This design comes from an exercise in tuning for small area, a short achievable clock period and few clock cycles per item on the open sky130 flow, not from production work.
At most, simulation tests tie the RTL to the original design; equivalence was not proved.
No functional check of the RTL was part of runs 2 to 6.
Power and IR drop assume default switching activity.

File: flow/constraint.sdc
create_clock -name core_clock -period 10.0 [get_ports {clk_i}]
set_input_delay 2.0000 -clock core_clock [delete_from_list [all_inputs] [get_ports {clk_i}]]
set_output_delay 2.0000 -clock core_clock [all_outputs]
set_load 0.01 [all_outputs]
File: flow/config.mk
export PLATFORM = sky130hd
export DESIGN_NAME = systolic_array
export DESIGN_NICKNAME = systolic_array
export VERILOG_FILES = /design/flow/design.v
export SDC_FILE = /design/flow/constraint.sdc
export NUM_CORES = 4
export LEC_CHECK = 0
export CAP_MARGIN = 20
export CORE_MARGIN = 2
export CORE_UTILIZATION = 30
export SLEW_MARGIN = 20
File: flow/design.v
module systolic_array #(
    parameter int width_p        = 8,
    parameter int array_width_p  = 8,
    parameter int array_height_p = 8
) (
    input  logic               clk_i,
    input  logic               reset_i,
    input  logic               en_i,
    input  logic               flush_i,
    input  logic               valid_i,
    input  logic [width_p-1:0] data_i,
    output logic               ready_o,
    output logic               valid_o,
    output logic [width_p-1:0] data_o,
    input  logic               yumi_i
);
    localparam int N  = 8;         
    localparam int NA = N * N;     
    logic       ld_q;              
    logic [7:0] cnt_q;             
    logic [7:0] r_q;               
    logic [6:0] k_q;               
    logic       dv_q;              
    logic [7:0] din_q;             
    logic       valid_q;
    logic [NA-1:0][7:0] a_q;       
    logic [N-1:0][N-1:0][7:0] c_q;   
    logic [7:0] data_q;
    logic ready_q;
    assign ready_q = ld_q & ~cnt_q[7];
    assign ready_o = reset_i & en_i & ready_q;
    assign valid_o = valid_q;
    assign data_o  = data_q;
    logic accept, accept_b, flush_take, take, avail, can_load, flushed, pre64, aligned;
    logic want_load, rot, load_out, shift_a, last;
    assign accept     = en_i & valid_i & ready_q;
    assign accept_b   = accept & cnt_q[6];
    assign flush_take = en_i & flush_i & ld_q;
    assign take       = en_i & yumi_i & valid_q;
    assign flushed    = ~ld_q | flush_i;
    assign avail      = dv_q | ~ld_q;
    assign can_load   = ~valid_q | yumi_i;
    assign pre64      = (r_q[7:6] == 2'd0);
    assign aligned    = (r_q[2:0] + 3'd2) == k_q[2:0];
    assign want_load  = flushed & ~k_q[6] & (r_q >= 8'd62) & aligned;
    assign rot        = en_i & (pre64 ? avail : (flushed & ~k_q[6])) & (~want_load | can_load);
    assign load_out   = rot & want_load;
    assign shift_a    = (accept & ~cnt_q[6]) | (rot & (r_q[2:0] == 3'd7));
    assign last       = take & k_q[6];
    always_ff @(posedge clk_i or negedge reset_i) begin
        if (!reset_i) begin
            ld_q    <= 1'b1;
            cnt_q   <= '0;
            r_q     <= '0;
            k_q     <= '0;
            dv_q    <= 1'b0;
            din_q   <= '0;
            valid_q <= 1'b0;
        end else begin
            if (accept) cnt_q <= cnt_q + 8'd1;
            if (flush_take) ld_q <= 1'b0;
            if (rot) r_q <= r_q + 8'd1;
            if (load_out) k_q <= k_q + 7'd1;
            if (accept_b) begin
                din_q <= data_i;
                dv_q  <= 1'b1;
            end else if (rot) begin
                din_q <= '0;
                dv_q  <= 1'b0;
            end
            if (load_out) valid_q <= 1'b1;
            else if (take) valid_q <= 1'b0;
            if (last) begin
                ld_q  <= 1'b1;
                cnt_q <= '0;
                r_q   <= '0;
                k_q   <= '0;
            end
        end
    end
    always_ff @(posedge clk_i) begin
        if (shift_a) begin
            a_q[0] <= data_i;
            for (int s = 1; s < NA; s++) a_q[s] <= a_q[s-1];
        end
    end
    logic [N-1:0][7:0] mac;
    always_comb begin
        for (int i = 0; i < N; i++) begin
            mac[i] = (r_q[7:3] == 5'd0 ? 8'd0 : c_q[i][N-1]) + a_q[NA-1-N*i] * din_q;
        end
    end
    always_ff @(posedge clk_i) begin
        if (rot) begin
            for (int i = 0; i < N; i++) begin
                c_q[i][0] <= mac[i];
                for (int n = 1; n < N; n++) c_q[i][n] <= c_q[i][n-1];
            end
        end
    end
    always_ff @(posedge clk_i) begin
        if (load_out) data_q <= c_q[k_q[5:3]][5];
    end
endmodule
File: flow/run.sh
#!/bin/bash
# synth_recipe.tcl (not shown) runs the flow's synth.tcl, then flattens the netlist and writes it again
# the make line also repeats each setting of config.mk as NAME=value (left out here)
make -C /OpenROAD-flow-scripts/flow DESIGN_CONFIG=/design/flow/config.mk WORK_HOME=/design/flow/orfs CLKGATE_MAP_FILE= SYNTH_SCRIPT=/design/flow/synth_recipe.tcl finish
==> results of run 1 <==
layer usage:
metal	GRT usage [%]	vias up
li1	-	8410
met1	13.6	9471
met2	15.3	324
met3	2.10	135
met4	3.07	0
met5	0	-
sequential cells by signal, indices dropped and copies added (netlist names):
register  count
a_q         512
cnt_q         8
dv_q          1
c_q         512
r_q           8
k_q           7
data_q        8
din_q         8
ld_q          1
valid_q       1
kinds of logic after synthesis:
logic type               Yosys count  share of synthesized area [%]
AND/OR/NAND/NOR                  434                           4.83
adder cells (fa/ha/maj)          286                           11.1
XOR/XNOR                         150                           3.23
buffers and inverters            285                           2.57
flip-flops                      1066                           76.0
AO/OA/AOI/OAI                     80                           1.14
multiplexers                      26                           1.12
power groups by stage:
stage | Sequential [W] | Combinational (W) | Clock [W]
3_3_place_gp | 0.00549 | 0.000752 | 0
2_1_floorplan | 0.00549 | 0.000537 | 0
4_1_cts | 0.00541 | 0.000773 | 0.00377
3_5_place_dp | 0.00550 | 0.000762 | 0
6_report | 0.00540 | 0.000751 | 0.00365
5_1_grt | 0.00543 | 0.000875 | 0.00394
cells in the mapped netlist, types with 2 or more instances:
cell type	instances
edfxtp_1	1032
nand2_1	274
inv_1	233
fa_1	144
ha_1	142
and2_1	103
xnor2_1	103
xor2_1	44
clkbuf_1	43
dfrtp_1	33
a21oi_1	28
o21ai_0	22
a21o_1	18
mux4_2	16
nor2_1	14
nand3_1	11
mux2_2	8
nand4_1	7
o31ai_1	5
or4_1	5
buf_1	4
and4_1	3
buf_2	3
xnor3_1	3
a31o_2	2
a31oi_1	2
and3_1	2
and4b_1	2
mux2i_1	2
nand2b_1	2
nor2b_1	2
or3_1	2
cell type report:
class	instances	area (µm²)	share of cell area, %
Clock buffer	123	2610	5.48
Sequential cell	1066	31800	66.8
Multi-Input combinational cell	976	9000	18.9
Timing Repair Buffer	46	460	0.966
Clock inverter	53	519	1.09
Inverter	233	875	1.84
Tap cell	1876	2350	4.93
final timing paths:
check / start / end / depth (start not counted) / slack, ns
setup / recovery: flush_i / c_q[401]$_DFFE_PP_ / 8 / 4.12
hold / removal: c_q[54]$_DFFE_PP_ / c_q[62]$_DFFE_PP_ / 0 / 0.40
setup reg to reg: r_q[6]$_DFFE_PN0P_ / c_q[263]$_DFFE_PP_ / 17 / 4.48
hold reg to reg: c_q[54]$_DFFE_PP_ / c_q[62]$_DFFE_PP_ / 0 / 0.40
max in group asynchronous: reset_i / din_q[2]$_DFFE_PN0P_ / 2 / 8.18
min in group asynchronous: reset_i / k_q[6]$_DFFE_PN0P_ / 2 / 1.40
worst register-to-register path, cell delays in order (launching register included):
cell	delay (ns)
dfrtp_1	0.44
or4_4	0.66
or2_2	0.32
buf_4	0.39
and2_1	0.34
fa_1	0.42
ha_1	0.30
ha_1	0.27
inv_1	0.04
fa_1	0.47
inv_1	0.04
ha_1	0.21
fa_1	0.47
a21o_1	0.19
a21oi_1	0.31
xor2_1	0.21
xnor2_1	0.15
xnor2_1	0.08
metrics by stage:
stage	utilization, %	cells	setup WS, ns	hold WS, ns
3_3_place_gp	32.0	4197	3.44	0.400
6_report	34.3	4373	4.12	0.396
4_1_cts	34.3	4373	4.15	0.395
3_5_place_dp	32.0	4197	3.38	0.405
2_1_floorplan	-	2327	0.534	0.400
5_1_grt	34.3	4373	3.78	0.405
placed cells by master, fill, tap and decap left out, drive strengths merged, types with 18 or more instances in the layout:
| cell type | count |
|---|---|
| fa | 144 |
| xor2 | 44 |
| a21o | 18 |
| nand2 | 274 |
| o21ai | 22 |
| clkdlybuf4s50 | 22 |
| a21oi | 28 |
| clkinv | 37 |
| ha | 142 |
| clkbuf | 123 |
| dfrtp | 33 |
| and2 | 103 |
| buf | 24 |
| inv | 235 |
| xnor2 | 103 |
| edfxtp | 1032 |
==> flow_metrics.tcl, run 1 <==
set metrics [dict create \
    wirelength_um 68400 \
    layout-drive-gt1-share_pct 7.77 \
    die_x_um 378 \
    clock.fmax_ghz 0.170 \
    tightest_slew_ns 1.04 \
    placed_area_um2 44500 \
    swShare_pct 22.3 \
    fin_setup_tns_ns 0 \
    hpwl_um 41500 \
    end_kind "register" \
    dr_wl_met2_um 31700 \
    fillCellCount 13100 \
    drt_pass1_iterations 4 \
    drv_cap 0 \
    synth_cells 2327 \
    fin_area_um2 47700 \
    intPower_w 0.00761 \
    hold_viol_final 0 \
    syn_nets 2627 \
    worstHoldPathType "register to register" \
    final.period_utilization_pct 58.8 \
    root_buffer "clkbuf_16" \
    wl_per_cell_um 15.6 \
    grt_max_degree 184 \
    cp_top_family "buffers and inverters" \
    fp-row-count 137 \
    grt_overflow 0 \
    synth.largest_area_cell "edfxtp_1" \
    top_layer "met4" \
    yosys_warnings 1 \
    critPathArrivalTime_ns 6.17 \
    yosysTopAreaCellShare_pct 74.0 \
    wl_met3_um 3030 \
    htreeDepth 3 \
    antenna_cells 0 \
    path_common_cell "buf_12" \
    ys_seq_area_share_pct 76.0 \
    ctsHoldBuffers 0 \
    cp-start-kind "input port" \
    routed-via-count 18300 \
    crit_slowest_cell "buf_4" \
    dominantRegCellSynth "edfxtp_1" \
    combPwrFrac_pct 7.7 \
    cp_cell_sequence "clkdlybuf4s50_1, nor2b_1, o22ai_1, nand3_1, nor2_4, buf_12, buf_12, buf_4" \
    drtIter0Drc 1355 \
    syn_area_um2 41900 \
    finClkSkew_ns 0.0419 \
    async_flop_share_pct 3.19 \
    ios 24 \
    finalPower_w 0.00980 \
    clockBufferDepth 3 \
    ir_drop_mv 0.119 \
    pwr-share-clk_pct 37.2 \
    synth_area_leaders "edfxtp_1, fa_1, ha_1, nand2_1, xnor2_1" \
    cts_tree "built" \
    met1Wirelength_um 32000 \
    switching_power_w 0.00219 \
    fin_crit_ns 5.88 \
    initial_core_util_pct 30.1 \
    core_um2 139000 \
    p_seq_share_pct 55.1 \
    die_y_um 378 \
    path_class "input port to register" \
    ctsResizeCount 0 \
    vias_per_cell 4.19 \
    grt_use_total_pct 9.79 \
    synth_seq_cells 1066 \
    drc 0 \
    place_congestion 0.751 \
    syn_avg_cell_area_um2 18.0 \
    status "timing/DRC/antenna clean" \
    drv_slew 0 \
    slowest_delay_ns 0.91 \
    areaGrowthSynthToFinish_pct 13.7 \
    power.density_nw_per_um2 206 \
    grt_pass1_vias 18800 \
    fin_nets 2721 \
    cellLeakagePower_nw 16.7 \
    yosysUniqueCellTypes 45 \
    synth-edff-count 1032 \
    cts_setup_buffers 0 \
    dieArea_um2 143000 \
    clock_sinks 1066 \
    relSlewSlack_pct 30.5 \
    cts-buffers-inserted 98 \
    grt_pass1_wl_um 107000 \
    numPortBuffers 23 \
    crit_required_ns 10.29 \
    path_buf_inv 4 \
    rsz0062_at_grt "no" \
    antenna_found_initial 1 \
    critical_path.max_fanout 183 \
    clkSlewWorstSetupHoldPaths_ns 0.07 \
    postRouteAntennaNets 0 \
    finalSetupViolations 0 \
    clock_latency_ns 0.69 \
]
Testbench counts, summed over its fixed seeds: cycles 12,288, jobs 64.
==> inputs of run 2 (changes only) <==
==> flow/design.v (replaced) <==
module systolic_array #(
    parameter int width_p        = 8,
    parameter int array_width_p  = 8,
    parameter int array_height_p = 8
) (
    input  logic               clk_i,
    input  logic               reset_i,
    input  logic               en_i,
    input  logic               flush_i,
    input  logic               valid_i,
    input  logic [width_p-1:0] data_i,
    output logic               ready_o,
    output logic               valid_o,
    output logic [width_p-1:0] data_o,
    input  logic               yumi_i
);
    localparam int N  = 8;         
    localparam int NA = N * N;     
    logic       ld_q;              
    logic [7:0] cnt_q;             
    logic       av_q;              
    logic       sv_q;              
    logic [6:0] u_q;               
    logic       clr_q;             
    logic       pv_q;              
    logic       clr2_q;            
    logic [7:0] r_q;               
    logic [6:0] k_q;               
    logic       valid_q;
    logic [7:0] ain_q;
    logic [7:0] din_q;             
    logic [N-1:0][7:0] prod_q;     
    logic [NA-1:0][7:0] a_q;       
    logic [N-1:0][N-1:0][7:0] c_q;   
    logic [7:0] data_q;
    logic ready_q;
    assign ready_q = ld_q & ~cnt_q[7];
    assign ready_o = reset_i & en_i & ready_q;
    assign valid_o = valid_q;
    assign data_o  = data_q;
    logic accept, accept_a, accept_b, flush_take, take, virt, flushed, aligned, load_out;
    logic rot, shift_a, last;
    assign accept     = en_i & valid_i & ready_q;
    assign accept_a   = accept & ~cnt_q[6];
    assign accept_b   = accept & cnt_q[6];
    assign flush_take = en_i & flush_i & ld_q;
    assign take       = en_i & yumi_i & valid_q;
    assign virt       = ~ld_q & ~cnt_q[7];
    assign flushed    = ~ld_q | flush_i;
    assign aligned    = (r_q[2:0] + 3'd3 == k_q[2:0]) &
                        (r_q[6] | (r_q[5:2] == 4'b1111 & r_q[1:0] != 2'd0));
    assign load_out   = en_i & (~valid_q | yumi_i) & flushed & ~k_q[6] & aligned;
    assign rot        = pv_q | r_q[6];
    assign shift_a    = av_q | (sv_q & (u_q[2:0] == 3'd7));
    assign last       = take & k_q[6];
    logic [6:0] u_n;
    assign u_n = u_q + 7'(sv_q);
    always_ff @(posedge clk_i or negedge reset_i) begin
        if (!reset_i) begin
            ld_q    <= 1'b1;
            cnt_q   <= '0;
            av_q    <= 1'b0;
            sv_q    <= 1'b0;
            u_q     <= '0;
            clr_q   <= 1'b1;
            pv_q    <= 1'b0;
            clr2_q  <= 1'b0;
            r_q     <= '0;
            k_q     <= '0;
            valid_q <= 1'b0;
        end else begin
            av_q  <= accept_a;
            sv_q  <= accept_b | virt;
            u_q   <= u_n;
            clr_q <= (u_n[6:3] == 4'd0);
            pv_q   <= sv_q;
            clr2_q <= clr_q;
            if (accept | virt) cnt_q <= cnt_q + 8'd1;
            if (flush_take) begin
                ld_q <= 1'b0;
                if (cnt_q[7:6] == 2'd0) cnt_q <= 8'd64;
            end
            if (rot) begin
                if (r_q[6]) r_q[2:0] <= r_q[2:0] + 3'd1;
                else        r_q <= r_q + 8'd1;
            end
            if (load_out) begin
                k_q     <= k_q + 7'd1;
                valid_q <= 1'b1;
            end else if (take) begin
                valid_q <= 1'b0;
            end
            if (last) begin
                ld_q  <= 1'b1;
                cnt_q <= '0;
                u_q   <= '0;
                clr_q <= 1'b1;
                r_q   <= '0;
                k_q   <= '0;
            end
        end
    end
    always_ff @(posedge clk_i) begin
        ain_q <= data_i;
        din_q <= accept_b ? data_i : 8'd0;
    end
    always_ff @(posedge clk_i) begin
        if (shift_a) begin
            a_q[0] <= ain_q;
            for (int s = 1; s < NA; s++) a_q[s] <= a_q[s-1];
        end
    end
    always_ff @(posedge clk_i) begin
        for (int i = 0; i < N; i++) prod_q[i] <= a_q[NA-1-N*i] * din_q;
    end
    logic [N-1:0][7:0] mac;
    always_comb begin
        for (int i = 0; i < N; i++) begin
            mac[i] = (clr2_q ? 8'd0 : c_q[i][N-1]) + prod_q[i];
        end
    end
    always_ff @(posedge clk_i) begin
        if (rot) begin
            for (int i = 0; i < N; i++) begin
                c_q[i][0] <= mac[i];
                for (int n = 1; n < N; n++) c_q[i][n] <= c_q[i][n-1];
            end
        end
    end
    always_ff @(posedge clk_i) begin
        if (load_out) data_q <= c_q[k_q[5:3]][4];
    end
endmodule
--- a/flow/config.mk
+++ b/flow/config.mk
@@ -9,3 +9,4 @@
 export CORE_MARGIN = 2
-export CORE_UTILIZATION = 30
+export CORE_UTILIZATION = 50
+export SETUP_SLACK_MARGIN = 5
 export SLEW_MARGIN = 20
==> flow_metrics.tcl, run 2 <==
set metrics [dict create \
    status "timing/DRC/antenna clean" \
    rsz0062_at_grt "no" \
    r2r-start "din_q[4]$_SDFF_PN0_" \
    fin_setup_tns_ns 0 \
    hold_viol_final 0 \
    relSlewSlack_pct 26.7 \
    dominantRegCellSynth "edfxtp_1" \
    wirelength_um 70300 \
    cp_top_family "buffers and inverters" \
    crit_slowest_cell "dlygate4sd2_1" \
    switching_power_w 0.00309 \
    areaGrowthSynthToFinish_pct 12.8 \
    synth_compound_area_share_pct 1.43 \
    fin_nets 2962 \
    finClkSkew_ns 0.0239 \
    cp_cell_sequence "clkdlybuf4s15_2, buf_12, and3_1, dlygate4sd2_1" \
    antenna_cells 0 \
    p_seq_share_pct 58.6 \
    yosysMostFrequentCell "edfxtp_1" \
    final.period_utilization_pct 47.9 \
    grt_use_total_pct 15.9 \
    core_um2 88200 \
    tightest_slew_ns 1.10 \
    ir_drop_mv 0.181 \
    cts-buffers-inserted 113 \
    rr_endpoint "prod_q[7]$_DFF_P_" \
    htreeDepth 3 \
    clkSlewWorstSetupHoldPaths_ns 0.06 \
    critPathArrivalTime_ns 2.79 \
    syn_avg_cell_area_um2 17.5 \
    cts_tree "built" \
    grt_pass1_wl_um 111000 \
    fin_crit_ns 4.79 \
    synth-edff-count 1032 \
    ys_seq_area_share_pct 75.3 \
    fin_area_um2 50200 \
    drtIter0Drc 1515 \
    combPwrFrac_pct 8.7 \
    yosys.area_share.xor_xnor_pct 4.09 \
    slowest_delay_ns 0.28 \
    drv_slew 0 \
    worst_r2r_path_depth 12 \
    synth_seq_cells 1148 \
    fp-row-count 109 \
    end_kind "output pin" \
    cp-start-kind "input port" \
    clockBufferDepth 3 \
    largestRegisters "a_q (512), c_q (512), prod_q (64)" \
    root_buffer "clkbuf_16" \
    synth.largest_area_cell "edfxtp_1" \
    swShare_pct 23.2 \
    initial_core_util_pct 50.4 \
    synth_area_leaders "edfxtp_1, ha_1, fa_1, dfxtp_1, xnor2_1" \
    power.density_nw_per_um2 265 \
    grt_overflow 0 \
    intPower_w 0.0102 \
    critPathLaunch "reset_i" \
    fillCellCount 6682 \
    whs_ns 0.387 \
    drc 0 \
    worstHoldPathType "register to register" \
    grt_max_degree 251 \
    path_buf_inv 3 \
    cellLeakagePower_nw 19.2 \
    endpoint "ready_o" \
    finalSetupViolations 0 \
    yosysTopAreaCellShare_pct 69.7 \
    ctsHoldBuffers 0 \
    dieArea_um2 91400 \
    async_flop_share_pct 3.14 \
    cp.depth 4 \
    clock.fmax_ghz 0.209 \
    critical_path.max_fanout 2 \
    synth_cells 2540 \
    clock_sinks 1148 \
    die_x_um 302 \
    hpwl_um 42200 \
    yosysUniqueCellTypes 42 \
    numPortBuffers 23 \
    final_cell_mix "edfxtp_1, inv_1, ha_1, and2_1, xnor2_1" \
    grt_pass1_vias 19800 \
    antenna_found_initial 1 \
    yosys_warnings 1 \
    muxShareOfSynthArea_pct 1.06 \
    syn_area_um2 44500 \
    pwr-share-clk_pct 32.6 \
    path_class "input port to output pin" \
    drt_pass1_iterations 5 \
    vias_per_cell 4.93 \
    place_congestion 0.777 \
    drv_cap 0 \
    finalPower_w 0.0133 \
    placed_area_um2 46200 \
    synth_fa_ha_area_share_pct 10.0 \
    postRouteAntennaNets 0 \
    regToRegSetupSlack_ns 5.79 \
    synth_simple_gate_area_share_pct 5.81 \
    layout-drive-gt1-share_pct 8.62 \
    die_y_um 302 \
    mostFrequentLayoutCell "edfxtp_1" \
    routed-via-count 19300 \
    synth_top_family_by_area "adder cells" \
    synthTopCellsByCount "edfxtp_1, inv_1, ha_1, and2_1, xnor2_1" \
    wl_per_cell_um 18.0 \
    syn_nets 2848 \
    crit_required_ns 8.00 \
    ios 24 \
    clock_latency_ns 0.67 \
]
run 2: cell types whose count changed after synthesis, moves of 48 or more:
cell / delta
xnor2_1: +66
and2_1: +66
dfxtp_1: +80
nor2b_1: +57
nand2_1: -118
ha_1: +48
run 2: area by class of cell:
| class | instances | area, µm² | area share (%) |
|---|---|---|---|
| flip-flops and latches | 1148 | 33500 | 66.8 |
| multi-input cells | 1122 | 9980 | 19.9 |
| clock buffers | 141 | 3080 | 6.15 |
| well taps | 1165 | 1460 | 2.91 |
| inverters | 225 | 861 | 1.72 |
| clock inverters | 70 | 801 | 1.60 |
| repair buffers | 44 | 489 | 0.975 |
run 2: power groups by stage:
stage	sequential [W]	clock, W	combinational [W]
after floorplan	0.00767	0	0.000822
after global placement	0.00785	0	0.00112
after detailed placement	0.00791	0	0.00116
after CTS	0.00784	0.00448	0.00117
after global routing	0.00796	0.00465	0.00130
final	0.00780	0.00434	0.00116
run 2: worst min-delay path by stage:
stage,from,to,cells past startpoint
after floorplan,clr_q$_DFF_PN1_,clr2_q$_DFF_PN0_,0
after global placement,clr_q$_DFF_PN1_,clr2_q$_DFF_PN0_,0
after detailed placement,clr_q$_DFF_PN1_,clr2_q$_DFF_PN0_,0
after CTS,clr_q$_DFF_PN1_,clr2_q$_DFF_PN0_,0
after global routing,clr_q$_DFF_PN1_,clr2_q$_DFF_PN0_,0
final,clr_q$_DFF_PN1_,clr2_q$_DFF_PN0_,0
run 2: what timing repair did:
item	4_1_cts	5_1_grt
buffers inserted	1	0
endpoints found under the setup margin	1	0
resized for setup	8	0
run 2: logic make-up after synthesis:
logic type,count (synthesis)
buffers and inverters,270
and+or+nand+nor,494
DFF,1148
adders and majority gates,294
xor gates and xnor gates,208
AOI/OAI and AO/OA,100
muxes,26
run 2: metrics by stage:
| stage | utilization, % | cells | worst slack (ns) |
|---|---|---|---|
| after detailed placement | 52.3 | 3700 | 4.34 |
| after global placement | 52.3 | 3700 | 4.33 |
| after floorplan | - | 2540 | 5.62 |
| after global routing | 56.9 | 3915 | 5.18 |
| after CTS | 56.8 | 3913 | 5.20 |
| final | 56.9 | 3915 | 5.21 |
run 2: layer usage:
metal | up-vias | track usage [%] | wire length, µm | share of wire (%)
li1 | 9177 | - | - | -
met1 | 9740 | 25.0 | 35500 | 50
met2 | 301 | 22.7 | 30500 | 43
met3 | 98 | 2.77 | 2830 | 4.0
met4 | 0 | 5.16 | 1520 | 2.2
met5 | - | 0 | 0 | 0
==> inputs of run 3 (changes only) <==
--- a/flow/design.v
+++ b/flow/design.v
@@ -24,4 +24,2 @@
     logic       clr_q;             
-    logic       pv_q;              
-    logic       clr2_q;            
     logic [7:0] r_q;               
@@ -31,3 +29,2 @@
     logic [7:0] din_q;             
-    logic [N-1:0][7:0] prod_q;     
     logic [NA-1:0][7:0] a_q;       
@@ -49,6 +46,5 @@
     assign flushed    = ~ld_q | flush_i;
-    assign aligned    = (r_q[2:0] + 3'd3 == k_q[2:0]) &
-                        (r_q[6] | (r_q[5:2] == 4'b1111 & r_q[1:0] != 2'd0));
+    assign aligned    = (r_q[2:0] + 3'd2 == k_q[2:0]) & (r_q[6] | (r_q[5:1] == 5'b11111));
     assign load_out   = en_i & (~valid_q | yumi_i) & flushed & ~k_q[6] & aligned;
-    assign rot        = pv_q | r_q[6];
+    assign rot        = sv_q | r_q[6];
     assign shift_a    = av_q | (sv_q & (u_q[2:0] == 3'd7));
@@ -65,4 +61,2 @@
             clr_q   <= 1'b1;
-            pv_q    <= 1'b0;
-            clr2_q  <= 1'b0;
             r_q     <= '0;
@@ -75,4 +69,2 @@
             clr_q <= (u_n[6:3] == 4'd0);
-            pv_q   <= sv_q;
-            clr2_q <= clr_q;
             if (accept | virt) cnt_q <= cnt_q + 8'd1;
@@ -112,5 +104,2 @@
     end
-    always_ff @(posedge clk_i) begin
-        for (int i = 0; i < N; i++) prod_q[i] <= a_q[NA-1-N*i] * din_q;
-    end
     logic [N-1:0][7:0] mac;
@@ -118,3 +107,3 @@
         for (int i = 0; i < N; i++) begin
-            mac[i] = (clr2_q ? 8'd0 : c_q[i][N-1]) + prod_q[i];
+            mac[i] = (clr_q ? 8'd0 : c_q[i][N-1]) + a_q[NA-1-N*i] * din_q;
         end
@@ -130,3 +119,3 @@
     always_ff @(posedge clk_i) begin
-        if (load_out) data_q <= c_q[k_q[5:3]][4];
+        if (load_out) data_q <= c_q[k_q[5:3]][5];
     end
==> flow_metrics.tcl, run 3 <==
set metrics [dict create \
    status "timing/DRC/antenna clean" \
    synth_cells 2333 \
    fp-row-count 106 \
    grt_max_degree 217 \
    synth.largest_area_cell "edfxtp_1" \
    placed_area_um2 44000 \
    dr_wl_met2_um 34600 \
    grt_pass1_vias 19500 \
    finClkSkew_ns 0.0325 \
    clock_sinks 1082 \
    syn_nets 2633 \
    wl_per_cell_um 18.7 \
    fin_setup_tns_ns 0 \
    antenna_cells 0 \
    crit_required_ns 10.40 \
    drv_slew 0 \
    synth_seq_cells 1082 \
    swShare_pct 23.3 \
    clock.fmax_ghz 0.214 \
    end_kind "register" \
    ios 24 \
    wirelength_um 68600 \
    path_class "register to register" \
    clockBufferDepth 3 \
    post-place-ws_ns 4.37 \
    areaGrowthSynthToFinish_pct 12.6 \
    drt_pass1_iterations 6 \
    dieArea_um2 87100 \
    wl_met3_um 2280 \
    finalSetupViolations 0 \
    rsz0062_at_grt "no" \
    drc 0 \
    p_seq_share_pct 57.1 \
    synthTopCellsByCount "edfxtp_1, inv_1, nand2_1, fa_1, ha_1" \
    layout-drive-gt1-share_pct 8.66 \
    ir_drop_mv 0.319 \
    routed-via-count 18300 \
    switching_power_w 0.00264 \
    hpwl_um 41000 \
    combPwrFrac_pct 7.6 \
    ys_seq_area_share_pct 75.9 \
    critical_path.max_fanout 48 \
    final_cell_mix "edfxtp_1, inv_1, nand2_1, fa_1, ha_1" \
    cts-buffers-inserted 106 \
    syn_area_um2 42400 \
    ctsHoldBuffers 0 \
    numPortBuffers 23 \
    core_um2 83800 \
    worstHoldPathType "register to register" \
    final.period_utilization_pct 46.7 \
    async_flop_share_pct 3.14 \
    synth-edff-count 1032 \
    whs_ns 0.401 \
    drtIter0Drc 1401 \
    die_x_um 295 \
    tightest_slew_ns 1.13 \
    yosysMostFrequentCell "edfxtp_1" \
    fin_area_um2 47700 \
    intPower_w 0.00867 \
    synth_area_leaders "edfxtp_1, fa_1, ha_1, xnor2_1, inv_1" \
    cellLeakagePower_nw 18.5 \
    power.density_nw_per_um2 237 \
    place_congestion 0.768 \
    htreeDepth 3 \
    antenna_found_initial 2 \
    syn_avg_cell_area_um2 18.2 \
    met1Wirelength_um 29800 \
    clkSlewWorstSetupHoldPaths_ns 0.07 \
    dominantRegCellSynth "edfxtp_1" \
    critPathArrivalTime_ns 5.07 \
    drv_cap 0 \
    initial_core_util_pct 50.5 \
    fin_nets 2748 \
    grt_overflow 0 \
    vias_per_cell 4.99 \
    mostFrequentLayoutCell "edfxtp_1" \
    grt_use_total_pct 16.6 \
    grt_pass1_wl_um 110000 \
    postRouteAntennaNets 0 \
    layout_setup_ws_ns 5.33 \
    yosys_warnings 1 \
    pwr-share-clk_pct 35.3 \
    cts_tree "built" \
    fin_crit_ns 4.67 \
    cp-start-kind "register" \
    relSlewSlack_pct 24.6 \
    hold_viol_final 0 \
    yosysUniqueCellTypes 45 \
    clock_latency_ns 0.68 \
    top_layer "met4" \
    largestRegisters "a_q (512), c_q (512)" \
    yosysTopAreaCellShare_pct 73.2 \
    die_y_um 295 \
    root_buffer "clkbuf_16" \
]
run 3: cell types whose count changed after synthesis, sizes merged, moves of 38 or more:
cell,change
nor2b,-38
ha,-48
fa,+40
and2,-74
xnor2,-48
nand2,+60
dfxtp,-64
run 3: path summary, 6_finish.rpt:
path	slack [ns]	from	end	cells past startpoint
setup / recovery	5.33	din_q[0]$_SDFF_PN0_	c_q[71]$_DFFE_PP_	15
hold / removal	0.40	c_q[200]$_DFFE_PP_	c_q[208]$_DFFE_PP_	0
setup reg to reg	5.33	din_q[0]$_SDFF_PN0_	c_q[71]$_DFFE_PP_	15
hold reg to reg	0.40	c_q[200]$_DFFE_PP_	c_q[208]$_DFFE_PP_	0
max in group asynchronous	8.20	reset_i	clr_q$_DFF_PN1_	3
min in group asynchronous	1.53	reset_i	r_q[3]$_DFFE_PN0P_	2
run 3: metal layers:
| layer | vias to the layer above | track usage, % |
|---|---|---|
| met5 | - | 0 |
| li1 | 8423 | - |
| met4 | 0 | 5.55 |
| met3 | 151 | 2.86 |
| met2 | 301 | 27.6 |
| met1 | 9463 | 22.4 |
run 3: kinds of logic (layout without fill, tap and decap cells):
family | count (synthesis) | after routing | synth area share [%]
AO/OA/AOI/OAI | 49 | 49 | 0.771
XOR/XNOR | 162 | 162 | 3.55
adder cells (fa/ha/maj) | 286 | 286 | 11.0
buffers and inverters | 293 | 499 | 2.69
flip-flops | 1082 | 1082 | 75.9
multiplexers | 25 | 25 | 1.09
AND/OR/NAND/NOR | 436 | 436 | 4.97
run 3: through the flow:
step | std cells | util (%) | total power (W)
4_1_cts | 3672 | 56.8 | 0.0115
3_3_place_gp | 3471 | 52.5 | 0.00735
5_1_grt | 3673 | 56.9 | 0.0118
2_1_floorplan | 2333 | - | 0.00724
6_report | 3673 | 56.9 | 0.0113
3_5_place_dp | 3471 | 52.5 | 0.00744
run 3: final cells by class:
class / count / area [µm²]
Inverter: 252 / 950
Fill cell: 6458 / 36100
Multi-Input combinational cell: 958 / 9080
Tap cell: 1134 / 1420
Clock buffer: 135 / 2780
Timing Repair Buffer: 48 / 527
Sequential cell: 1082 / 32200
Clock inverter: 64 / 761
run 3: timing repair:
item | in CTS | in global routing
buffers inserted | 1 | 0
pin swaps | 0 | 0
resized for setup | 8 | 8
cloned | 1 | 0
endpoints found under the setup margin | 2 | 3
run 3: power by group through the flow:
stage          Clock [W]  Combinational (W)  Sequential, W
6_report         0.00399           0.000865        0.00646
5_1_grt          0.00427           0.000982        0.00654
4_1_cts          0.00410           0.000871        0.00649
3_5_place_dp           0           0.000868        0.00657
3_3_place_gp           0           0.000821        0.00653
2_1_floorplan          0           0.000594        0.00665
run 3: critical path, cell delays in order, from the launching register on:
cell     delay (ns)
dfxtp_2        0.61
buf_12         0.34
nand2_1        0.13
fa_1           0.52
inv_1          0.05
fa_1           0.45
ha_1           0.29
inv_1          0.05
fa_1           0.53
inv_1          0.07
fa_1           0.46
a21o_1         0.20
a21oi_1        0.23
xnor2_1        0.17
xnor2_1        0.15
xnor2_1        0.09
==> inputs of run 4 (changes only) <==
==> flow/design.v (replaced) <==
module systolic_array #(
    parameter int width_p        = 8,
    parameter int array_width_p  = 8,
    parameter int array_height_p = 8
) (
    input  logic               clk_i,
    input  logic               reset_i,
    input  logic               en_i,
    input  logic               flush_i,
    input  logic               valid_i,
    input  logic [width_p-1:0] data_i,
    output logic               ready_o,
    output logic               valid_o,
    output logic [width_p-1:0] data_o,
    input  logic               yumi_i
);
    localparam int N  = 8;         
    localparam int NA = N * N;     
    localparam int ND = 7;         
    logic          ld_q;           
    logic [7:0]    cnt_q;          
    logic          av_q;           
    logic          sv_q;           
    logic [6:0]    u_q;            
    logic [2:0]    ph_q;           
    logic [6:0]    k_q;            
    logic          valid_q;
    logic [ND-1:0] dv_q;           
    logic [7:0] ain_q;
    logic [7:0] din_q;             
    logic [ND-1:0][7:0] dd_q;      
    logic [ND-1:0][2:0] dt_q;      
    logic [NA-1:0][7:0] a_q;       
    logic [N-1:0][N-1:0][7:0] c_q;   
    logic [7:0] data_q;
    logic ready_q;
    assign ready_q = ld_q & ~cnt_q[7];
    assign ready_o = reset_i & en_i & ready_q;
    assign valid_o = valid_q;
    assign data_o  = data_q;
    logic accept, accept_a, accept_b, first_b, flush_take, take, flushed;
    logic aligned, done_ok, load_out, shift_a, last, clr;
    logic [2:0] ph_n;
    logic [6:0] nx;
    assign accept     = en_i & valid_i & ready_q;
    assign accept_a   = accept & ~cnt_q[6];
    assign accept_b   = accept & cnt_q[6];
    assign first_b    = accept_b & (cnt_q[5:0] == 6'd0);
    assign flush_take = en_i & flush_i & ld_q;
    assign take       = en_i & yumi_i & valid_q;
    assign flushed    = ~ld_q | flush_i;
    assign ph_n       = ph_q + 3'd1;
    assign nx         = u_q + 7'(sv_q);
    logic       pick;
    logic [7:0] pick_d;
    always_comb begin
        pick   = 1'b0;
        pick_d = '0;
        if (accept_b & ((cnt_q[2:0] == ph_n) | first_b)) begin
            pick   = 1'b1;
            pick_d = data_i;
        end
        for (int s = 0; s < ND; s++) begin
            if (dv_q[s] & (dt_q[s] == ph_n)) begin
                pick   = 1'b1;
                pick_d = pick_d | dd_q[s];
            end
        end
        if (~ld_q & ~nx[6] & (nx[2:0] == ph_n)) pick = 1'b1;
    end
    assign aligned  = (ph_q + 3'd2) == k_q[2:0];
    assign done_ok  = u_q[6] | ((u_q[5:3] == 3'd7) & (u_q[2:0] > k_q[2:0]));
    assign load_out = en_i & (~valid_q | yumi_i) & flushed & ~k_q[6] & (k_q[5:3] != 3'd0 | done_ok) &
                      aligned;
    assign shift_a  = av_q | (sv_q & (u_q[2:0] == 3'd7));
    assign last     = take & k_q[6];
    assign clr      = ~nx[6] & ~nx[5] & ~nx[4] & ~nx[3] & (ph_n >= nx[2:0]);
    always_ff @(posedge clk_i or negedge reset_i) begin
        if (!reset_i) begin
            ld_q    <= 1'b1;
            cnt_q   <= '0;
            av_q    <= 1'b0;
            sv_q    <= 1'b0;
            u_q     <= '0;
            ph_q    <= '0;
            k_q     <= '0;
            valid_q <= 1'b0;
            dv_q    <= '0;
        end else begin
            av_q <= accept_a;
            sv_q <= pick;
            u_q  <= nx;
            ph_q <= first_b ? 3'd0 : ph_n;
            dv_q <= {dv_q[ND-2:0], accept_b};
            if (accept) cnt_q <= cnt_q + 8'd1;
            if (flush_take) ld_q <= 1'b0;
            if (load_out) begin
                k_q     <= k_q + 7'd1;
                valid_q <= 1'b1;
            end else if (take) begin
                valid_q <= 1'b0;
            end
            if (last) begin
                ld_q  <= 1'b1;
                cnt_q <= '0;
                u_q   <= '0;
                k_q   <= '0;
            end
        end
    end
    always_ff @(posedge clk_i) begin
        ain_q <= data_i;
        din_q <= pick_d;
        dd_q  <= {dd_q[ND-2:0], data_i};
        dt_q  <= {dt_q[ND-2:0], cnt_q[2:0]};
    end
    always_ff @(posedge clk_i) begin
        if (shift_a) begin
            a_q[0] <= ain_q;
            for (int s = 1; s < NA; s++) a_q[s] <= a_q[s-1];
        end
    end
    always_ff @(posedge clk_i) begin
        for (int i = 0; i < N; i++) begin
            c_q[i][0] <= c_q[i][N-1] + a_q[NA-1-N*i] * din_q;
            for (int n = 1; n < N-1; n++) c_q[i][n] <= c_q[i][n-1];
            c_q[i][N-1] <= clr ? 8'd0 : c_q[i][N-2];
        end
    end
    always_ff @(posedge clk_i) begin
        if (load_out) data_q <= c_q[k_q[5:3]][5];
    end
endmodule
==> flow_metrics.tcl, run 4 <==
set metrics [dict create \
    areaGrowthSynthToFinish_pct 13.4 \
    hpwl_um 38200 \
    power.density_nw_per_um2 206 \
    crit_slowest_cell "clkdlybuf4s50_1" \
    worstHoldPathType "register to register" \
    wirelength_um 62400 \
    pwr-share-clk_pct 45.3 \
    drtIter0Drc 1008 \
    cp_cell_sequence "buf_12, and3_1, clkdlybuf4s50_1" \
    syn_nets 2860 \
    layout-drive-gt1-share_pct 8.65 \
    post-place-ws_ns 4.50 \
    wl_per_cell_um 16.4 \
    yosysTopAreaCellShare_pct 39.5 \
    die_y_um 285 \
    ctsHoldBuffers 0 \
    crit_required_ns 8.00 \
    ios 24 \
    swShare_pct 19.8 \
    tightest_slew_ns 1.06 \
    cts_setup_buffers 0 \
    drv_cap 0 \
    rsz0062_at_grt "no" \
    synth_area_leaders "edfxtp_1, dfxtp_1, fa_1, ha_1, xnor2_1" \
    placed_area_um2 41100 \
    grt_max_degree 187 \
    fin_setup_tns_ns 0 \
    dominantRegCellSynth "dfxtp_1" \
    slowest_delay_ns 0.53 \
    end_kind "output pin" \
    ys_seq_area_share_pct 72.0 \
    synth_seq_cells 1153 \
    syn_avg_cell_area_um2 15.5 \
    dieArea_um2 81400 \
    postLayoutCoreUtil_pct 57.0 \
    cp-start-kind "input port" \
    finalSetupViolations 0 \
    grt_use_total_pct 16.0 \
    core_um2 78600 \
    critPathLaunch "reset_i" \
    drv_slew 0 \
    place_congestion 0.771 \
    holdCritStartpoint "c_q[274]$_DFF_P_" \
    fin_crit_ns 4.92 \
    numPortBuffers 23 \
    drc 0 \
    yosysUniqueCellTypes 48 \
    drt_pass1_iterations 6 \
    whs_ns 0.313 \
    vias_per_cell 4.74 \
    grt_pass1_vias 19200 \
    endpoint "ready_o" \
    cts-buffers-inserted 109 \
    finClkSkew_ns 0.0308 \
    grt_pass1_wl_um 102000 \
    die_x_um 285 \
    final.period_utilization_pct 49.2 \
    synth.largest_area_cell "edfxtp_1" \
    combPwrFrac_pct 1.2 \
    r2r-start "din_q[0]$_DFF_P_" \
    switching_power_w 0.00182 \
    critPathArrivalTime_ns 2.92 \
    final_cell_mix "dfxtp_1, edfxtp_1, inv_1, nand2_1, xnor2_1" \
    yosysMostFrequentCell "dfxtp_1" \
    regToRegSetupSlack_ns 5.55 \
    synth-edff-count 520 \
    antenna_found_initial 1 \
    initial_core_util_pct 50.3 \
    syn_area_um2 39600 \
    htreeDepth 3 \
    p_seq_share_pct 53.5 \
    critical_path.max_fanout 37 \
    rr_endpoint "c_q[199]$_DFF_P_" \
    relSlewSlack_pct 29.2 \
    cellLeakagePower_nw 17.4 \
    root_buffer "clkbuf_16" \
    worst_r2r_path_depth 13 \
    fin_area_um2 44800 \
    clock_sinks 1153 \
    clockBufferDepth 3 \
    clkSlewWorstSetupHoldPaths_ns 0.06 \
    intPower_w 0.00740 \
    path_class "input port to output pin" \
    fp-row-count 103 \
    largestRegisters "a_q (512), c_q (512), dd_q (56)" \
    clock_latency_ns 0.68 \
    cts_tree "built" \
    grt_overflow 0 \
    status "timing/DRC/antenna clean" \
    synthTopCellsByCount "dfxtp_1, edfxtp_1, inv_1, nand2_1, xnor2_1" \
    postRouteAntennaNets 0 \
    ir_drop_mv 0.185 \
    mostFrequentLayoutCell "dfxtp_1" \
    synth_cells 2554 \
    fin_nets 2961 \
    yosys_warnings 1 \
    hold_viol_final 0 \
    routed-via-count 18000 \
    clock.fmax_ghz 0.203 \
    async_flop_share_pct 3.12 \
    layout_setup_ws_ns 5.08 \
]
[run 4: how the worst min path moves through the flow]
stage                       endpoint  cells after the start
finish              c_q[282]$_DFF_P_                      0
global route        c_q[282]$_DFF_P_                      0
CTS                 c_q[282]$_DFF_P_                      0
detailed placement  c_q[269]$_DFF_P_                      0
global placement    c_q[425]$_DFF_P_                      0
floorplan           c_q[100]$_DFF_P_                      0
[run 4: through the flow]
| stage | total power, W | cells |
|---|---|---|
| 2_1_floorplan | 0.00511 | 2554 |
| 3_3_place_gp | 0.00514 | 3594 |
| 3_5_place_dp | 0.00515 | 3594 |
| 4_1_cts | 0.00934 | 3801 |
| 5_1_grt | 0.00955 | 3801 |
| 6_report | 0.00923 | 3803 |
[run 4: timing repair]
item / CTS / global route
pin swaps: 0 / 0
endpoints found under the setup margin: 1 / 1
gates resized for setup: 6 / 1
[run 4: logic make-up after synthesis]
group / Yosys count / share of synthesized area [%]
muxes: 26 / 1.19
AOI/OAI and AO/OA: 74 / 1.33
DFF: 1153 / 72.0
buffers and inverters: 369 / 3.54
xor gates and xnor gates: 187 / 4.23
and+or+nand+nor: 453 / 5.77
adders and majority gates: 292 / 12.0
[run 4: cell type report]
cell class	instances	area, µm²
clock inverter	50	559
fill	6196	33800
multi-input combinational	1032	9700
tap	1050	1310
inverter	322	1210
timing repair buffer	37	365
clock buffer	157	3210
antenna	2	5.00
sequential	1153	28500
[run 4: routing by layer]
layer | share of wire (%) | routed length (µm) | vias up | GRT usage [%]
met5 | 0 | 0 | - | 0
met1 | 45 | 28300 | 9064 | 21.5
met3 | 3.8 | 2390 | 137 | 3.32
met4 | 3.4 | 2110 | 0 | 6.05
li1 | - | - | 8565 | -
met2 | 47 | 29500 | 267 | 25.9
[run 4: power groups by stage]
stage / Combinational (W) / Sequential (W) / Clock (W)
2_1_floorplan: 0.0000797 / 0.00503 / 0
3_3_place_gp: 0.000105 / 0.00504 / 0
3_5_place_dp: 0.000111 / 0.00504 / 0
4_1_cts: 0.000112 / 0.00494 / 0.00430
5_1_grt: 0.000121 / 0.00494 / 0.00449
6_report: 0.000108 / 0.00494 / 0.00418
[run 4: worst max-delay path, delay by kind of cell]
family                 cells  cell delay (ns)
AND/OR/NAND/NOR            1             0.18
buffers and inverters      2             0.72
==> inputs of run 5 (changes only) <==
==> flow/flow/run.sh (new file) <==
#!/bin/bash
# The standard layout, with a tighter setup target for the repair steps and faster port buffers.
set -euo pipefail
bash standard.sh SETUP_SLACK_MARGIN=6.3 "BUFFER_PORTS_ARGS=-buffer_cell sky130_fd_sc_hd__buf_4" finish > make_finish.log 2>&1
==> flow/standard.sh (new file) <==
#!/bin/bash
# synth_recipe.tcl (not shown) runs the flow's synth.tcl, then flattens the netlist and writes it again
# the make line also repeats each setting of config.mk as NAME=value (left out here)
make -C /OpenROAD-flow-scripts/flow DESIGN_CONFIG=/design/flow/config.mk WORK_HOME=/design/flow/orfs CLKGATE_MAP_FILE= SYNTH_SCRIPT=/design/flow/synth_recipe.tcl "${@:-finish}"
removed: flow/run.sh
==> flow_metrics.tcl, run 5 <==
set metrics [dict create \
    grt_pass1_vias 19700 \
    dominantRegCellSynth "dfxtp_1" \
    synth_cells 2554 \
    final_cell_mix "dfxtp_1, edfxtp_1, inv_1, nand2_1, xnor2_1" \
    power.density_nw_per_um2 201 \
    initial_core_util_pct 50.3 \
    syn_nets 2860 \
    mostFrequentLayoutCell "dfxtp_1" \
    synth_seq_cells 1153 \
    fin_setup_tns_ns 0 \
    wl_per_cell_um 18.1 \
    drv_slew 0 \
    die_x_um 285 \
    end_kind "output pin" \
    hold_viol_final 0 \
    drt_pass1_iterations 5 \
    syn_avg_cell_area_um2 15.5 \
    root_buffer "clkbuf_16" \
    ir_drop_mv 0.176 \
    grt_max_degree 184 \
    fp-row-count 103 \
    layout-drive-gt1-share_pct 18.2 \
    syn_area_um2 39600 \
    vias_per_cell 4.78 \
    status "timing/DRC/antenna clean" \
    synth-edff-count 520 \
    cp-start-kind "input port" \
    antenna_found_initial 2 \
    wirelength_um 70500 \
    grt_overflow 0 \
    cellLeakagePower_nw 18.2 \
    crit_slowest_cell "and3_4" \
    async_flop_share_pct 3.12 \
    drv_cap 0 \
    final.period_utilization_pct 43.6 \
    cts-buffers-inserted 111 \
    crit_required_ns 8.00 \
    areaGrowthSynthToFinish_pct 18.9 \
    grt_use_total_pct 17.9 \
    worstHoldPathType "register to register" \
    clock.fmax_ghz 0.229 \
    yosysUniqueCellTypes 48 \
    yosys_warnings 1 \
    relSlewSlack_pct 30.2 \
    die_y_um 285 \
    grt_pass1_wl_um 111000 \
    clockBufferDepth 3 \
    path_class "input port to output pin" \
    core_um2 78600 \
    synth_area_leaders "edfxtp_1, dfxtp_1, fa_1, ha_1, xnor2_1" \
    postRouteAntennaNets 0 \
    yosysMostFrequentCell "dfxtp_1" \
    htreeDepth 3 \
    path_buf_inv 2 \
    drc 0 \
    instances_no_fill 3886 \
    tightest_slew_ns 1.05 \
    numPortBuffers 23 \
    cp_cell_sequence "buf_8, and3_4, buf_6" \
    critical_path.max_fanout 2 \
    rsz0062_at_grt "yes" \
    finClkSkew_ns 0.0303 \
    finalSetupViolations 0 \
    clock_latency_ns 0.69 \
    fin_crit_ns 4.36 \
    place_congestion 0.769 \
    clkSlewWorstSetupHoldPaths_ns 0.06 \
    routed-via-count 18600 \
    fin_nets 3041 \
    yosysTopAreaCellShare_pct 39.5 \
    ios 24 \
    cp_top_family "buffers and inverters" \
    cts_tree "built" \
    placed_cells 3594 \
    dieArea_um2 81400 \
    largestRegisters "a_q (512), c_q (512), dd_q (56)" \
    slowest_delay_ns 0.15 \
    drtIter0Drc 1032 \
    synthTopCellsByCount "dfxtp_1, edfxtp_1, inv_1, nand2_1, xnor2_1" \
    postLayoutCoreUtil_pct 59.8 \
    critPathArrivalTime_ns 2.36 \
    synth.largest_area_cell "edfxtp_1" \
    ys_seq_area_share_pct 72.0 \
    ctsHoldBuffers 0 \
    hpwl_um 38100 \
    clock_sinks 1153 \
]
[run 5: cell counts after synthesis]
Identical to the previous run, type by type.
[run 5: cell type report]
cell class | count | area (µm²)
Multi-Input combinational cell | 1032 | 10500
Antenna cell | 2 | 5.00
Fill cell | 5925 | 31600
Clock inverter | 55 | 667
Clock buffer | 157 | 3350
Timing Repair Buffer | 115 | 1520
Sequential cell | 1153 | 28500
Tap cell | 1050 | 1310
Inverter | 322 | 1210
[run 5: repair_timing]
| item | in CTS | in global routing |
|---|---|---|
| setup endpoints to repair | 33 | 17 |
| pin swaps | 92 | 111 |
| gates cloned | 12 | 0 |
| buffers inserted | 42 | 24 |
| hold endpoints to repair | 0 | 0 |
| gates resized for setup | 128 | 96 |
[run 5: logic make-up (layout without fill, tap and decap cells)]
family	after synthesis	after routing	share of synthesized area, %
AO/OA/AOI/OAI	74	74	1.33
XOR/XNOR	187	187	4.23
adder cells (fa/ha/maj)	292	292	12.0
buffers and inverters	369	649	3.54
flip-flops	1153	1153	72.0
multiplexers	26	26	1.19
other	0	2	0
AND/OR/NAND/NOR	453	453	5.77
[run 5: worst paths after layout]
check / cells past startpoint / startpoint / to / slack, ns
worst max register to register: 15 / din_q[1]$_DFF_P_ / c_q[263]$_DFF_P_ / 6.17
worst min register to register: 0 / c_q[412]$_DFF_P_ / c_q[420]$_DFF_P_ / 0.32
max in group asynchronous: 2 / reset_i / ld_q$_DFFE_PN1P_ / 8.45
worst min-delay path: 0 / c_q[412]$_DFF_P_ / c_q[420]$_DFF_P_ / 0.32
min in group asynchronous: 1 / reset_i / sv_q$_DFF_PN0_ / 1.25
worst max-delay path: 3 / en_i / ready_o / 5.64
[run 5: through the flow]
step | cell area, µm² | power (W) | setup WS, ns | hold slack (ns)
floorplan | 39600 | 0.00511 | 5.64 | 0.310
global route | 47000 | 0.00976 | 5.62 | 0.316
detailed placement | 41000 | 0.00515 | 5.18 | 0.312
global placement | 41000 | 0.00514 | 5.21 | 0.309
finish | 47000 | 0.00946 | 5.64 | 0.316
CTS | 46400 | 0.00956 | 5.64 | 0.315
[run 5: worst register-to-register path, cell delays in order (launching register included)]
cell and delay (ns):
dfxtp_4 0.39, buf_12 0.16, buf_16 0.16, buf_4 0.12
nand2_2 0.05, fa_1 0.52, inv_1 0.06, fa_1 0.52
inv_2 0.05, fa_1 0.47, fa_2 0.55, inv_2 0.05
ha_4 0.29, a21oi_4 0.06, xnor2_2 0.13, xnor2_1 0.14
[run 5: layer usage]
layer | vias up | track usage, % | wire (µm)
met2 | 319 | 29.0 | 33300
met1 | 9374 | 24.4 | 31900
met4 | 0 | 6.37 | 2290
met5 | - | 0 | 0
li1 | 8737 | - | -
met3 | 147 | 3.47 | 3020
[run 5: where the power goes]
| part | switching (W) | internal (W) | total [W] |
|---|---|---|---|
| logic | 0.0000607 | 0.0000488 | 0.000110 |
| clock network | 0.00181 | 0.00260 | 0.00441 |
| registers | 0.0000271 | 0.00491 | 0.00494 |
| total | 0.00190 | 0.00756 | 0.00946 |
==> inputs of run 6 (changes only) <==
==> flow/flow/run.sh (replaced) <==
#!/bin/bash
# The standard layout, with a tighter setup target for the repair steps and faster port buffers.
set -euo pipefail
bash standard.sh SETUP_SLACK_MARGIN=5.8 "BUFFER_PORTS_ARGS=-buffer_cell sky130_fd_sc_hd__buf_2" finish > make_finish.log 2>&1
==> flow_metrics.tcl, run 6 <==
set metrics [dict create \
    status "timing/DRC/antenna clean" \
    end_kind "output pin" \
    crit_required_ns 8.00 \
    syn_nets 2860 \
    antenna_found_initial 3 \
    clkSlewWorstSetupHoldPaths_ns 0.06 \
    layout-drive-gt1-share_pct 9.65 \
    final.period_utilization_pct 43.8 \
    met1_usage_pct 21.9 \
    ctsHoldBuffers 0 \
    drt_pass1_iterations 6 \
    synth_top_family_by_area "adder cells" \
    hpwl_um 38000 \
    synthTopCellsByCount "dfxtp_1, edfxtp_1, inv_1, nand2_1, xnor2_1" \
    clockBufferDepth 3 \
    drv_cap 0 \
    grt_overflow 0 \
    final_cell_mix "dfxtp_1, edfxtp_1, inv_1, nand2_1, xnor2_1" \
    postRouteAntennaNets 0 \
    ios 24 \
    yosysTopAreaCellShare_pct 39.5 \
    use_met2_pct 25.6 \
    largestRegisters "a_q (512), c_q (512), dd_q (56)" \
    yosysUniqueCellTypes 48 \
    clock_latency_ns 0.66 \
    synth_cells 2554 \
    finClkSkew_ns 0.0269 \
    areaGrowthSynthToFinish_pct 13.0 \
    wl_per_cell_um 16.5 \
    layout_setup_ws_ns 5.62 \
    dominantRegCellSynth "dfxtp_1" \
    die_x_um 285 \
    fp-row-count 103 \
    worstHoldPathType "register to register" \
    drtIter0Drc 1020 \
    ir_drop_mv 0.191 \
    yosysMostFrequentCell "dfxtp_1" \
    grt_pass1_vias 19300 \
    routed-via-count 18000 \
    yosys.area_share.xor_xnor_pct 4.23 \
    synth_compound_area_share_pct 1.33 \
    fin_crit_ns 4.38 \
    r2r-start "din_q[0]$_DFF_P_" \
    postLayoutCoreUtil_pct 56.9 \
    synth_area_leaders "edfxtp_1, dfxtp_1, fa_1, ha_1, xnor2_1" \
    grt_use_total_pct 16.1 \
    core_um2 78600 \
    drc 0 \
    tightest_slew_ns 1.04 \
    numPortBuffers 23 \
    fillCellCount 6185 \
    initial_core_util_pct 50.3 \
    cts-buffers-inserted 110 \
    synth_simple_gate_area_share_pct 5.77 \
    cellLeakagePower_nw 17.3 \
    mostFrequentLayoutCell "dfxtp_1" \
    synth_fa_ha_area_share_pct 12.0 \
    power.density_nw_per_um2 204 \
    muxShareOfSynthArea_pct 1.19 \
    synth_seq_cells 1153 \
    synth.largest_area_cell "edfxtp_1" \
    holdCritStartpoint "c_q[353]$_DFF_P_" \
    fin_nets 2964 \
    critPathArrivalTime_ns 2.38 \
    clock.fmax_ghz 0.228 \
    min_to "c_q[361]$_DFF_P_" \
    post-place-ws_ns 4.91 \
    path_class "input port to output pin" \
    yosys_warnings 1 \
    htreeDepth 3 \
    grt_max_degree 182 \
    cp-start-kind "input port" \
    grt_pass1_wl_um 103000 \
    synth-edff-count 520 \
    fin_setup_tns_ns 0 \
    relSlewSlack_pct 30.4 \
    worst_r2r_path_depth 13 \
    min_path_cells 0 \
    drv_slew 0 \
    regToRegSetupSlack_ns 5.96 \
    async_flop_share_pct 3.12 \
    gr-max-usage-layer "met2" \
    critical_path.max_fanout 2 \
    cts_tree "built" \
    grtUsageMet3_pct 3.37 \
    finalSetupViolations 0 \
    syn_avg_cell_area_um2 15.5 \
    root_buffer "clkbuf_16" \
    syn_area_um2 39600 \
    vias_per_cell 4.73 \
    die_y_um 285 \
    hold_viol_final 0 \
    dieArea_um2 81400 \
    wirelength_um 62900 \
    rr_endpoint "c_q[199]$_DFF_P_" \
    clock_sinks 1153 \
    ys_seq_area_share_pct 72.0 \
    rsz0062_at_grt "yes" \
    place_congestion 0.760 \
]
## run 6: worst max-delay path by stage
stage | from | end | slack, ns
floorplan | u_q[2]$_DFF_PN0_ | a_q[0]$_DFFE_PP_ | 5.64
global placement | reset_i | ready_o | 4.94
detailed placement | reset_i | ready_o | 4.91
CTS | reset_i | ready_o | 5.62
global route | reset_i | ready_o | 5.61
finish | reset_i | ready_o | 5.62
## run 6: metal layers
| metal | routed length (µm) | vias up |
|---|---|---|
| li1 | - | 8574 |
| met1 | 28400 | 8982 |
| met2 | 29400 | 315 |
| met3 | 2860 | 135 |
| met4 | 2210 | 0 |
| met5 | 0 | - |
## run 6: through the flow
step | hold slack [ns] | instances | area, µm² | total power (W)
after floorplan | 0.310 | 2554 | 39600 | 0.00511
after global placement | 0.310 | 3594 | 40900 | 0.00514
after detailed placement | 0.312 | 3594 | 40900 | 0.00514
after CTS | 0.313 | 3806 | 44700 | 0.00922
after global routing | 0.321 | 3806 | 44700 | 0.00942
final | 0.313 | 3808 | 44700 | 0.00910
## run 6: kinds of logic (layout without fill, tap and decap cells)
family / Yosys count / after routing
compound gates: 74 / 74
xor+xnor: 187 / 187
mux: 26 / 26
fa+ha+maj: 292 / 292
other cells: 0 / 2
flops: 1153 / 1153
buf+inv: 369 / 571
simple gates: 453 / 453
## run 6: area by class of cell
| cell class | count | area [µm²] | area share, % |
|---|---|---|---|
| inverters | 322 | 1210 | 2.70 |
| clock buffers | 162 | 3220 | 7.21 |
| flip-flops and latches | 1153 | 28500 | 63.7 |
| multi-input cells | 1032 | 9700 | 21.7 |
| well taps | 1050 | 1310 | 2.94 |
| diodes | 2 | 5.00 | 0.0112 |
| clock inverters | 48 | 413 | 0.924 |
| repair buffers | 39 | 349 | 0.781 |
## run 6: critical path, cell delays in order
cell    delay (ns)
buf_16        0.10
and3_4        0.16
buf_6         0.11
## run 6: where the power goes
group          switching, W  internal (W)
logic             0.0000585     0.0000455
clock network       0.00173       0.00233
registers         0.0000264       0.00491
total               0.00181       0.00729
## run 6: what timing repair did
action	in CTS	in global routing
setup endpoints to repair	10	10
gates cloned	1	0
buffers inserted	1	0
resized for setup	10	7

==> separate check: timing with driven ports <==
In the flow no input, the clock included, has a driving cell. The finished layouts below were timed again as built, in two steps.
Step 1, drivers: a clkbuf_16 drives clk_i and a buf_2 each remaining input, both assumed.
Step 2 adds t to the input delays and takes it off the output delays; t is the mean of the earliest and latest rising clock arrival at the registers after step 1. Input paths then give back, and output paths get back, about the clock's delay inside the block.
Slacks: ideal ports / drivers / drivers and shift; pairs: ideal ports / drivers.
| run | t, ns | setup slack, ns | worst setup path at the end | clock arrival spread, ns |
|---|---|---|---|---|
| run 1 | 0.735 | 4.125 / 4.161 / 3.426 | input to register | 0.047 / 0.048 |
| run 2 | 0.716 | 5.211 / 5.189 / 5.189 | input to output | 0.027 / 0.027 |
| run 3 | 0.723 | 5.329 / 5.318 / 5.318 | input to output | 0.034 / 0.034 |
| run 4 | 0.730 | 5.081 / 5.019 / 5.019 | input to output | 0.033 / 0.033 |
| run 5 | 0.732 | 5.641 / 5.547 / 5.547 | input to output | 0.035 / 0.035 |
| run 6 | 0.712 | 5.622 / 5.528 / 5.528 | input to output | 0.028 / 0.028 |
After both steps every run listed still meets setup and hold. For run 1, which loses most, drivers alone change the setup slack by +0.036 ns; drivers and shift together by -0.699 ns.
